From an optimization exercise on the open Yosys and OpenROAD flow, aimed at small area; shortcuts taken in it are not production practice.
The RTL was checked by simulation tests, not by an equivalence proof against the original design.
Power figures rest on the tool's default switching activity, not on a simulated workload.

<file path="flow/run.sh">
#!/bin/bash
# synth_recipe.tcl (not shown) runs the flow's synth.tcl, then flattens the netlist and writes it again
# the make line also repeats each setting of config.mk as NAME=value (left out here)
make -C /OpenROAD-flow-scripts/flow DESIGN_CONFIG=/design/flow/config.mk WORK_HOME=/design/flow/orfs CLKGATE_MAP_FILE= SYNTH_SCRIPT=/design/flow/synth_recipe.tcl finish
</file>
<file path="flow/config.mk">
export PLATFORM = sky130hd
export DESIGN_NAME = tetris_display
export DESIGN_NICKNAME = tetris_display
export VERILOG_FILES = /design/flow/design.v
export SDC_FILE = /design/flow/constraint.sdc
export NUM_CORES = 4
export LEC_CHECK = 0
export CAP_MARGIN = 20
export CORE_MARGIN = 2
export CORE_UTILIZATION = 40
export SLEW_MARGIN = 20
</file>
<file path="flow/constraint.sdc">
create_clock -name core_clock -period 8.0 [get_ports {iVGA_CLK}]
set_input_delay 1.6000 -clock core_clock [delete_from_list [all_inputs] [get_ports {iVGA_CLK}]]
set_output_delay 1.6000 -clock core_clock [all_outputs]
set_load 0.01 [all_outputs]
</file>
<file path="flow/design.v">
`timescale 1ns/1ps
`default_nettype none
package tetris_pkg;
  typedef logic [9:0] coord_t;
  localparam coord_t CELL_PX    = 10'd20;
  localparam coord_t DIVIDER_X  = 10'd320;
  localparam int     BOARD_COLS = 16;
  localparam int     BOARD_ROWS = 24;
  localparam coord_t DIGIT_COL0_0   = 10'd19;
  localparam coord_t DIGIT_COL0_1   = 10'd23;
  localparam coord_t DIGIT_COL0_2   = 10'd27;
  localparam coord_t DIGIT_ROW0     = 10'd1;
  localparam coord_t DIGIT_W        = 10'd3;
  localparam coord_t DIGIT_H        = 10'd5;
  typedef logic [23:0] bgr_t;
  localparam bgr_t FILL_COLOR = 24'h00ff00;
  typedef logic [BOARD_COLS-1:0] board_row_t;
  typedef logic [BOARD_ROWS*BOARD_COLS-1:0] board_t;
  typedef logic [3:0] digit_t;
  typedef logic [11:0] digits_t;
  localparam logic [7:0] ADDR_SCORE = 8'h60;
  typedef enum logic [2:0] {
    REG_NONE,
    REG_BOARD,
    REG_DIVIDER,
    REG_DIGIT0,
    REG_DIGIT1,
    REG_DIGIT2
  } region_e;
  typedef logic [14:0] font_t;
  function automatic font_t font_glyph(logic [3:0] d);
    case (d)
      4'd0:    font_glyph = 15'b111_101_101_101_111;
      4'd1:    font_glyph = 15'b010_010_010_010_010;
      4'd2:    font_glyph = 15'b111_001_111_100_111;
      4'd3:    font_glyph = 15'b111_100_111_100_111;
      4'd4:    font_glyph = 15'b100_100_111_101_101;
      4'd5:    font_glyph = 15'b111_100_111_001_111;
      4'd6:    font_glyph = 15'b111_101_111_001_111;
      4'd7:    font_glyph = 15'b100_100_100_100_111;
      4'd8:    font_glyph = 15'b111_101_111_101_111;
      4'd9:    font_glyph = 15'b111_100_111_101_111;
      default: font_glyph = '0;
    endcase
  endfunction
endpackage
`default_nettype wire
`timescale 1ns/1ps
`default_nettype none
module video_timing
#(
  parameter int H_ACTIVE = 640,
  parameter int H_FRONT  = 16,
  parameter int H_SYNC   = 96,
  parameter int H_BACK   = 48,
  parameter int V_ACTIVE = 480,
  parameter int V_FRONT  = 10,
  parameter int V_SYNC   = 2,
  parameter int V_BACK   = 33
) (
  input  wire    iVGA_CLK,
  input  wire    iRST_n,
  output tetris_pkg::coord_t ras_x,
  output tetris_pkg::coord_t ras_y,
  output logic   ras_hs,
  output logic   ras_vs,
  output logic   ras_blank_n
);
  localparam tetris_pkg::coord_t H_ACT      = tetris_pkg::coord_t'(H_ACTIVE);
  localparam tetris_pkg::coord_t H_SYNC_ON  = tetris_pkg::coord_t'(H_ACTIVE + H_FRONT);
  localparam tetris_pkg::coord_t H_SYNC_OFF = tetris_pkg::coord_t'(H_ACTIVE + H_FRONT + H_SYNC);
  localparam tetris_pkg::coord_t H_LAST     = tetris_pkg::coord_t'(H_ACTIVE + H_FRONT + H_SYNC + H_BACK - 1);
  localparam tetris_pkg::coord_t V_ACT      = tetris_pkg::coord_t'(V_ACTIVE);
  localparam tetris_pkg::coord_t V_SYNC_ON  = tetris_pkg::coord_t'(V_ACTIVE + V_FRONT);
  localparam tetris_pkg::coord_t V_SYNC_OFF = tetris_pkg::coord_t'(V_ACTIVE + V_FRONT + V_SYNC);
  localparam tetris_pkg::coord_t V_LAST     = tetris_pkg::coord_t'(V_ACTIVE + V_FRONT + V_SYNC + V_BACK - 1);
  tetris_pkg::coord_t h_cnt;
  tetris_pkg::coord_t v_cnt;
  logic   line_end;
  logic   frame_end;
  assign line_end  = (h_cnt == H_LAST);
  assign frame_end = line_end && (v_cnt == V_LAST);
  always_ff @(posedge iVGA_CLK or negedge iRST_n) begin
    if (!iRST_n) begin
      h_cnt <= '0;
    end else if (line_end) begin
      h_cnt <= '0;
    end else begin
      h_cnt <= h_cnt + 10'd1;
    end
  end
  always_ff @(posedge iVGA_CLK or negedge iRST_n) begin
    if (!iRST_n) begin
      v_cnt <= '0;
    end else if (frame_end) begin
      v_cnt <= '0;
    end else if (line_end) begin
      v_cnt <= v_cnt + 10'd1;
    end
  end
  assign ras_x       = h_cnt;
  assign ras_y       = v_cnt;
  assign ras_hs      = !((h_cnt >= H_SYNC_ON) && (h_cnt < H_SYNC_OFF));
  assign ras_vs      = !((v_cnt >= V_SYNC_ON) && (v_cnt < V_SYNC_OFF));
  assign ras_blank_n = (h_cnt < H_ACT) && (v_cnt < V_ACT);
endmodule
`default_nettype wire
`timescale 1ns/1ps
`default_nettype none
module playfield_regs
(
  input  wire          iVGA_CLK,
  input  wire          iRST_n,
  input  wire  [7:0]   paddr,
  input  wire          psel,
  input  wire          penable,
  input  wire          pwrite,
  input  wire  [31:0]  pwdata,
  output logic [31:0]  prdata,
  output logic         pready,
  output logic         pslverr,
  output tetris_pkg::board_t       board,
  output tetris_pkg::digits_t      digits
);
  localparam int ROW_W = $clog2(tetris_pkg::BOARD_ROWS);
  logic             access;
  logic             is_score;
  logic             addr_bad;
  logic             bcd_bad;
  logic             wr_en;
  logic [ROW_W-1:0] row_idx;
  assign access   = psel && penable;
  assign is_score = (paddr == tetris_pkg::ADDR_SCORE);
  assign addr_bad = (paddr[1:0] != 2'b00) || (paddr > tetris_pkg::ADDR_SCORE);
  assign bcd_bad  = (pwdata[11:8] > 4'd9) || (pwdata[7:4] > 4'd9) ||
                    (pwdata[3:0] > 4'd9);
  assign row_idx  = paddr[ROW_W+1:2];
  assign pready  = 1'b1;
  assign pslverr = access && (addr_bad || (pwrite && is_score && bcd_bad));
  assign wr_en   = access && pwrite && !pslverr;
  always_comb begin
    prdata = '0;
    if (psel && !pwrite && !addr_bad) begin
      if (is_score) begin
        prdata = {20'd0, digits[3:0], digits[7:4], digits[11:8]};
      end else begin
        prdata = 32'(board[row_idx*tetris_pkg::BOARD_COLS +: tetris_pkg::BOARD_COLS]);
      end
    end
  end
  always_ff @(posedge iVGA_CLK or negedge iRST_n) begin
    if (!iRST_n) begin
      board  <= '0;
      digits <= '0;
    end else if (wr_en) begin
      if (is_score) begin
        digits[3:0]  <= pwdata[11:8];
        digits[7:4]  <= pwdata[7:4];
        digits[11:8] <= pwdata[3:0];
      end else begin
        board[row_idx*tetris_pkg::BOARD_COLS +: tetris_pkg::BOARD_COLS] <= pwdata[tetris_pkg::BOARD_COLS-1:0];
      end
    end
  end
endmodule
`default_nettype wire
`timescale 1ns/1ps
`default_nettype none
module cell_locator
(
  input  wire     iVGA_CLK,
  input  wire     iRST_n,
  input  tetris_pkg::coord_t  ras_in_x,
  input  tetris_pkg::coord_t  ras_in_y,
  input  wire     ras_in_hs,
  input  wire     ras_in_vs,
  input  wire     ras_in_blank_n,
  output logic    ras_out_hs,
  output logic    ras_out_vs,
  output logic    ras_out_blank_n,
  output tetris_pkg::region_e ras_out_in_region,
  output tetris_pkg::coord_t  ras_out_cell_col,
  output tetris_pkg::coord_t  ras_out_cell_row
);
  tetris_pkg::coord_t  col;
  tetris_pkg::coord_t  row;
  tetris_pkg::region_e region;
  function automatic logic in_digit(tetris_pkg::coord_t c, tetris_pkg::coord_t r, tetris_pkg::coord_t c0);
    in_digit = (c >= c0) && (c < c0 + tetris_pkg::DIGIT_W) &&
           (r >= tetris_pkg::DIGIT_ROW0) && (r < tetris_pkg::DIGIT_ROW0 + tetris_pkg::DIGIT_H);
  endfunction
  assign col = ras_in_x / tetris_pkg::CELL_PX;
  assign row = ras_in_y / tetris_pkg::CELL_PX;
  always_comb begin
    if (!ras_in_blank_n) begin
      region = tetris_pkg::REG_NONE;
    end else if (ras_in_x == tetris_pkg::DIVIDER_X) begin
      region = tetris_pkg::REG_DIVIDER;
    end else if ((ras_in_x < tetris_pkg::DIVIDER_X) && (row < tetris_pkg::coord_t'(tetris_pkg::BOARD_ROWS))) begin
      region = tetris_pkg::REG_BOARD;
    end else if (in_digit(col, row, tetris_pkg::DIGIT_COL0_0)) begin
      region = tetris_pkg::REG_DIGIT0;
    end else if (in_digit(col, row, tetris_pkg::DIGIT_COL0_1)) begin
      region = tetris_pkg::REG_DIGIT1;
    end else if (in_digit(col, row, tetris_pkg::DIGIT_COL0_2)) begin
      region = tetris_pkg::REG_DIGIT2;
    end else begin
      region = tetris_pkg::REG_NONE;
    end
  end
  always_ff @(posedge iVGA_CLK or negedge iRST_n) begin
    if (!iRST_n) begin
      ras_out_hs        <= 1'b1;
      ras_out_vs        <= 1'b1;
      ras_out_blank_n   <= 1'b0;
      ras_out_in_region <= tetris_pkg::REG_NONE;
    end else begin
      ras_out_hs        <= ras_in_hs;
      ras_out_vs        <= ras_in_vs;
      ras_out_blank_n   <= ras_in_blank_n;
      ras_out_in_region <= region;
    end
  end
  always_ff @(posedge iVGA_CLK) begin
    ras_out_cell_col <= col;
    ras_out_cell_row <= row;
  end
endmodule
`default_nettype wire
`timescale 1ns/1ps
`default_nettype none
module pixel_shader
#(
  parameter tetris_pkg::bgr_t BG_COLOR = 24'h202020
) (
  input  wire          iVGA_CLK,
  input  wire          iRST_n,
  input  wire          ras_in_hs,
  input  wire          ras_in_vs,
  input  wire          ras_in_blank_n,
  input  tetris_pkg::region_e      ras_in_in_region,
  input  tetris_pkg::coord_t       ras_in_cell_col,
  input  tetris_pkg::coord_t       ras_in_cell_row,
  input  wire tetris_pkg::board_t  board,
  input  wire tetris_pkg::digits_t digits,
  output logic         hs,
  output logic         vs,
  output logic         blank_n,
  output tetris_pkg::bgr_t         color
);
  localparam int ROW_W = $clog2(tetris_pkg::BOARD_ROWS);
  localparam int COL_W = $clog2(tetris_pkg::BOARD_COLS);
  tetris_pkg::coord_t ccol;
  tetris_pkg::coord_t crow;
  logic   lit;
  tetris_pkg::bgr_t   next_color;
  function automatic logic digit_lit(tetris_pkg::digit_t d, tetris_pkg::coord_t c0, tetris_pkg::coord_t c, tetris_pkg::coord_t r);
    tetris_pkg::coord_t lcol;
    tetris_pkg::coord_t lrow;
    tetris_pkg::coord_t idx;
    tetris_pkg::font_t  glyph;
    lcol  = c - c0;
    lrow  = r - tetris_pkg::DIGIT_ROW0;
    idx   = lrow * tetris_pkg::DIGIT_W + lcol;
    glyph = tetris_pkg::font_glyph(d);
    digit_lit = glyph[idx[3:0]];
  endfunction
  assign ccol = ras_in_cell_col;
  assign crow = ras_in_cell_row;
  always_comb begin
    case (ras_in_in_region)
      tetris_pkg::REG_BOARD:   lit = board[{crow[ROW_W-1:0], ccol[COL_W-1:0]}];
      tetris_pkg::REG_DIVIDER: lit = 1'b1;
      tetris_pkg::REG_DIGIT0:  lit = digit_lit(digits[3:0], tetris_pkg::DIGIT_COL0_0, ccol, crow);
      tetris_pkg::REG_DIGIT1:  lit = digit_lit(digits[7:4], tetris_pkg::DIGIT_COL0_1, ccol, crow);
      tetris_pkg::REG_DIGIT2:  lit = digit_lit(digits[11:8], tetris_pkg::DIGIT_COL0_2, ccol, crow);
      default:     lit = 1'b0;
    endcase
  end
  always_comb begin
    if (lit) begin
      next_color = tetris_pkg::FILL_COLOR;
    end else if (ras_in_blank_n) begin
      next_color = BG_COLOR;
    end else begin
      next_color = '0;
    end
  end
  always_ff @(posedge iVGA_CLK or negedge iRST_n) begin
    if (!iRST_n) begin
      hs      <= 1'b1;
      vs      <= 1'b1;
      blank_n <= 1'b0;
      color   <= '0;
    end else begin
      hs      <= ras_in_hs;
      vs      <= ras_in_vs;
      blank_n <= ras_in_blank_n;
      color   <= next_color;
    end
  end
endmodule
`default_nettype wire
`timescale 1ns/1ps
`default_nettype none
module tetris_display
#(
  parameter int   H_ACTIVE = 640,
  parameter int   H_FRONT  = 16,
  parameter int   H_SYNC   = 96,
  parameter int   H_BACK   = 48,
  parameter int   V_ACTIVE = 480,
  parameter int   V_FRONT  = 10,
  parameter int   V_SYNC   = 2,
  parameter int   V_BACK   = 33,
  parameter tetris_pkg::bgr_t BG_COLOR = 24'h202020
) (
  input  wire         iVGA_CLK,
  input  wire         iRST_n,
  input  wire  [7:0]  paddr,
  input  wire         psel,
  input  wire         penable,
  input  wire         pwrite,
  input  wire  [31:0] pwdata,
  output logic [31:0] prdata,
  output logic        pready,
  output logic        pslverr,
  output logic        hs,
  output logic        vs,
  output logic        blank_n,
  output logic [7:0]  r_data,
  output logic [7:0]  g_data,
  output logic [7:0]  b_data
);
  tetris_pkg::board_t       board;
  tetris_pkg::digits_t      digits;
  tetris_pkg::bgr_t         color;
  tetris_pkg::coord_t       ras_t_x;
  tetris_pkg::coord_t       ras_t_y;
  logic         ras_t_hs;
  logic         ras_t_vs;
  logic         ras_t_blank_n;
  logic         ras_c_hs;
  logic         ras_c_vs;
  logic         ras_c_blank_n;
  tetris_pkg::region_e      ras_c_in_region;
  tetris_pkg::coord_t       ras_c_cell_col;
  tetris_pkg::coord_t       ras_c_cell_row;
  video_timing #(
    .H_ACTIVE (H_ACTIVE),
    .H_FRONT  (H_FRONT),
    .H_SYNC   (H_SYNC),
    .H_BACK   (H_BACK),
    .V_ACTIVE (V_ACTIVE),
    .V_FRONT  (V_FRONT),
    .V_SYNC   (V_SYNC),
    .V_BACK   (V_BACK)
  ) video_timing_i (
    .iVGA_CLK (iVGA_CLK),
    .iRST_n   (iRST_n),
    .ras_x       (ras_t_x),
    .ras_y       (ras_t_y),
    .ras_hs      (ras_t_hs),
    .ras_vs      (ras_t_vs),
    .ras_blank_n (ras_t_blank_n)
  );
  cell_locator cell_locator_i (
    .iVGA_CLK (iVGA_CLK),
    .iRST_n   (iRST_n),
    .ras_in_x          (ras_t_x),
    .ras_in_y          (ras_t_y),
    .ras_in_hs         (ras_t_hs),
    .ras_in_vs         (ras_t_vs),
    .ras_in_blank_n    (ras_t_blank_n),
    .ras_out_hs        (ras_c_hs),
    .ras_out_vs        (ras_c_vs),
    .ras_out_blank_n   (ras_c_blank_n),
    .ras_out_in_region (ras_c_in_region),
    .ras_out_cell_col  (ras_c_cell_col),
    .ras_out_cell_row  (ras_c_cell_row)
  );
  pixel_shader #(
    .BG_COLOR (BG_COLOR)
  ) pixel_shader_i (
    .iVGA_CLK (iVGA_CLK),
    .iRST_n   (iRST_n),
    .ras_in_hs        (ras_c_hs),
    .ras_in_vs        (ras_c_vs),
    .ras_in_blank_n   (ras_c_blank_n),
    .ras_in_in_region (ras_c_in_region),
    .ras_in_cell_col  (ras_c_cell_col),
    .ras_in_cell_row  (ras_c_cell_row),
    .board    (board),
    .digits   (digits),
    .hs       (hs),
    .vs       (vs),
    .blank_n  (blank_n),
    .color    (color)
  );
  playfield_regs playfield_regs_i (
    .iVGA_CLK (iVGA_CLK),
    .iRST_n   (iRST_n),
    .paddr    (paddr),
    .psel     (psel),
    .penable  (penable),
    .pwrite   (pwrite),
    .pwdata   (pwdata),
    .prdata   (prdata),
    .pready   (pready),
    .pslverr  (pslverr),
    .board    (board),
    .digits   (digits)
  );
  assign b_data = color[23:16];
  assign g_data = color[15:8];
  assign r_data = color[7:0];
endmodule
`default_nettype wire
</file>
==> impl_metrics.env <==
export IMPL_outcome="finished clean"
export IMPL_setup_viol=0
export IMPL_ys_seq_elements=437
export IMPL_clkLatencyLatePin_ns=0.64
export IMPL_post_cts_setup_buffer_count=0
export IMPL_fmax_ghz=0.155
export IMPL_first_global_vias=18636
export IMPL_cts_resized=0
export IMPL_synth_cells=2106
export IMPL_core_area_sq_um=62600
export IMPL_via_per_inst=6.49
export IMPL_hp_start="cell_locator_i.ras_out_vs$_DFF_PN1_"
export IMPL_drt_iter0_drc=2207
export IMPL_rsz0062_at_grt="no"
export IMPL_num_vias=19149
export IMPL_synth_edf_count=0
export IMPL_critical_path_arrival_ns=4.87
export IMPL_timing_final_crit_period_ns=6.47
export IMPL_fp_row_count=92
export IMPL_clock_skew_final_ns=0.0441
export IMPL_ant_nets=0
export IMPL_end_kind="output pin"
export IMPL_critical_path_startpoint="paddr[3]"
export IMPL_irDropWorstVdd_mv=0.149
export IMPL_yosys_warnings=4
export IMPL_route_detailed_drc=0
export IMPL_antenna_found_initial=1
export IMPL_worstPathRequired_ns=6.40
export IMPL_ff_latch_area_sq_um=10900
export IMPL_n_fill_cell=5716
export IMPL_critPathLaunchType="input port"
export IMPL_grt_pass1_wl_microns=123000
export IMPL_r2r_start="cell_locator_i.ras_out_cell_row[1]$_DFF_P_"
export IMPL_gp_congestion=0.951
export IMPL_hold_buffers=0
export IMPL_grt_start_max_net_pins=174
export IMPL_gr_total_overflow=0
export IMPL_fin_ws_ns=1.53
export IMPL_synth_top_area_frac=0.421
export IMPL_leakagePower_nw=12.0
export IMPL_firstDrtPassIters=8
export IMPL_max_slew_margin=0.253
export IMPL_cts_tree="yes"
export IMPL_drv_cap=0
export IMPL_clkTransAtPathRegs_ns=0.06
export IMPL_worst_pin_slew_ns=1.12
export IMPL_wl_per_cell_microns=27.7
export IMPL_synth_area_leaders="dfrtp_1, mux4_2, a22o_1, mux2_2, o21ai_0"
export IMPL_ys_flop_type="dfrtp_1"
export IMPL_initial_core_util=0.402
export IMPL_io_buffers=58
export IMPL_synth_async_reset_ratio=0.979
export IMPL_die_h_microns=255
export IMPL_synthToLayoutAreaGrowth_pct=11.2
export IMPL_finalCritPeriodShare=0.809
export IMPL_ys_types=86
export IMPL_synth_area_leader_cell="dfrtp_1"
export IMPL_hold_violations=0
export IMPL_dpl_cell_count=2860
export IMPL_path_class="in -> out"
export IMPL_cts_buffers=51
export IMPL_max_clock_path_buffers=3
export IMPL_cts_root_buffer="clkbuf_16"
export IMPL_die_w_microns=255
export IMPL_p_per_area_nw_per_um2=179
export IMPL_cp_max_fo=53
export IMPL_place_ws_ns=1.72
export IMPL_totalWireLength_microns=81600
export IMPL_io_pins=106
export IMPL_final_cells=2952
export IMPL_h_tree_depth=2
export IMPL_hold_class="reg -> reg"
export IMPL_hpwl_microns=54600
export IMPL_grt_use_total=0.253
export IMPL_syn_area_sq_um=25200
export IMPL_final_max_slew_viol_count=0
export IMPL_setup_tns_ns=0
export IMPL_die_area_sq_um=65000
export IMPL_multiInputGateArea_sq_um=13100
export IMPL_drive_gt1_frac=0.234
export IMPL_cts_sinks=437
export IMPL_hold_worst_slack_ns=0.358
export IMPL_ys_seq_area_frac=0.432
export IMPL_syn_avg_cell_area_sq_um=12.0
export IMPL_antenna_cells_inserted=0
export IMPL_fin_nets=2145
routing by layer:
| layer | global-route usage | vias up | routed length, microns |
|---|---|---|---|
| met2 | 0.369 | 1039 | 35900 |
| met3 | 0.0708 | 172 | 8920 |
| met1 | 0.359 | 9982 | 33800 |
| met5 | 0 | - | 13 |
| met4 | 0.0931 | 2 | 3000 |
| li1 | - | 7954 | - |
worst paths after layout:
kind,end,slack [ns],depth (start not counted)
max in group asynchronous,playfield_regs_i.board[203]$_DFFE_PN0P_,5.46,2
min in group asynchronous,playfield_regs_i.digits[9]$_DFFE_PN0P_,1.01,1
worst min-delay path,pixel_shader_i.vs$_DFF_PN1_,0.36,0
worst max-delay path,prdata[13],1.53,9
worst max register to register,pixel_shader_i.color[13]$_DFF_PN0_,3.06,14
worst min register to register,pixel_shader_i.vs$_DFF_PN1_,0.36,0
worst max-delay path, cell delays in order:
cell and delay (ns):
buf_4 0.35, inv_1 0.19, ha_1 0.18, nand2b_1 0.24, nand3_1 0.19, nand4b_1 0.55
or2_2 0.61, nor2_1 0.30, clkdlybuf4s50_1 0.61
layout make-up:
| class | instances | share of cell area |
|---|---|---|
| clock buffer | 69 | 0.0505 |
| clock inverter | 23 | 0.0129 |
| inverter | 46 | 0.00616 |
| multi-input combinational | 1425 | 0.468 |
| sequential | 437 | 0.389 |
| tap | 846 | 0.0378 |
| timing repair buffer | 106 | 0.0352 |
synth_stat cells (29+ instances only):
cell	n
nor2_1	79
a22oi_1	29
o21ai_0	133
dfrtp_1	424
clkbuf_1	125
ha_1	30
buf_2	33
mux2_2	145
a22o_1	193
nand2_1	173
nand3_1	46
mux4_2	194
buf_4	44
inv_1	42
a21oi_1	48
cells in the final DEF (no fill, tap or decap), types with 11 or more instances in the layout:
cell             instances
mux2i_1                 23
clkbuf_16               51
clkbuf_1                11
dfrtp_1                424
inv_1                   42
nand2_1                173
o21ai_0                133
nor3_1                  20
clkdlybuf4s50_1         53
nand2b_1                13
nand4_1                 15
nor2_1                  78
nor2b_1                 19
a21oi_1                 48
mux4_2                 194
conb_1                  31
buf_4                   45
a211oi_1                11
a22o_1                 193
nand3_1                 46
xnor2_1                 18
a22oi_1                 29
ha_1                    30
mux2_2                 145
o22ai_1                 19
metrics by stage:
step	util	total power [mW]	instance area [sq um]
6_report	0.447	5.01	28000
5_1_grt	0.447	5.15	28000
4_1_cts	0.447	5.04	28000
3_5_place_dp	0.419	2.57	26200
3_3_place_gp	0.419	2.57	26200
2_1_floorplan	-	2.44	25300
power breakdown:
| group | internal [mW] | leakage (nW) | switching, mW |
|---|---|---|---|
| Clock | 1.48 | 0.868 | 1.00 |
| Sequential | 2.23 | 5.99 | 0.0217 |
| Combinational | 0.0891 | 5.12 | 0.189 |
| Total | 3.80 | 12.0 | 1.21 |
sequential cells by signal, summed over array words and instances, names as in the netlist:
register,count
cell_locator_i.ras_out_vs,1
playfield_regs_i.board,384
pixel_shader_i.vs,1
cell_locator_i.ras_out_in_region,3
pixel_shader_i.hs,1
cell_locator_i.ras_out_blank_n,1
cell_locator_i.ras_out_cell_col,4
video_timing_i.v_cnt,10
pixel_shader_i.color,3
video_timing_i.h_cnt,10
cell_locator_i.ras_out_hs,1
playfield_regs_i.digits,12
pixel_shader_i.blank_n,1
cell_locator_i.ras_out_cell_row,5
cell families (layout without fill, tap and decap cells):
kind of cell,count (synthesis),count (layout),share of synthesized area
AOI/OAI and AO/OA,533,533,0.154
DFF,437,437,0.432
and+or+nand+nor,429,429,0.0806
muxes,366,366,0.251
buffers and inverters,273,244,0.0517
adders and majority gates,37,37,0.0189
xor gates and xnor gates,29,29,0.0106
other,2,31,0.000298

-- afterwards: timing with drivers on the ports --
How much do the figures lean on ideal ports? The routed layout below was timed once more, with nothing changed but the port constraints.
Step 1 (the two cells are an assumption about what drives the block):
set clk [get_ports {iVGA_CLK}]
set_driving_cell -lib_cell sky130_fd_sc_hd__clkbuf_16 $clk
set_driving_cell -lib_cell sky130_fd_sc_hd__buf_2 [delete_from_list [all_inputs] $clk]
Step 2, shift: input delay + t, output delay - t, t = (earliest + latest rising clock arrival at the registers) / 2. This alone moves slack from input paths to output paths.
Slacks: no drivers / after step 1 / after step 2; pairs: no drivers / after step 1.
t, ns: 0.681
slack for setup (ns): 1.531 / 1.507 / 1.507
clock arrival spread, ns: 0.044 / 0.044
worst register clock-pin slew, ns: 0.06 / 0.06
After both steps setup and hold are still met in this run. The setup slack of this run moves by -0.024 ns with the drivers and by -0.024 ns with both steps.
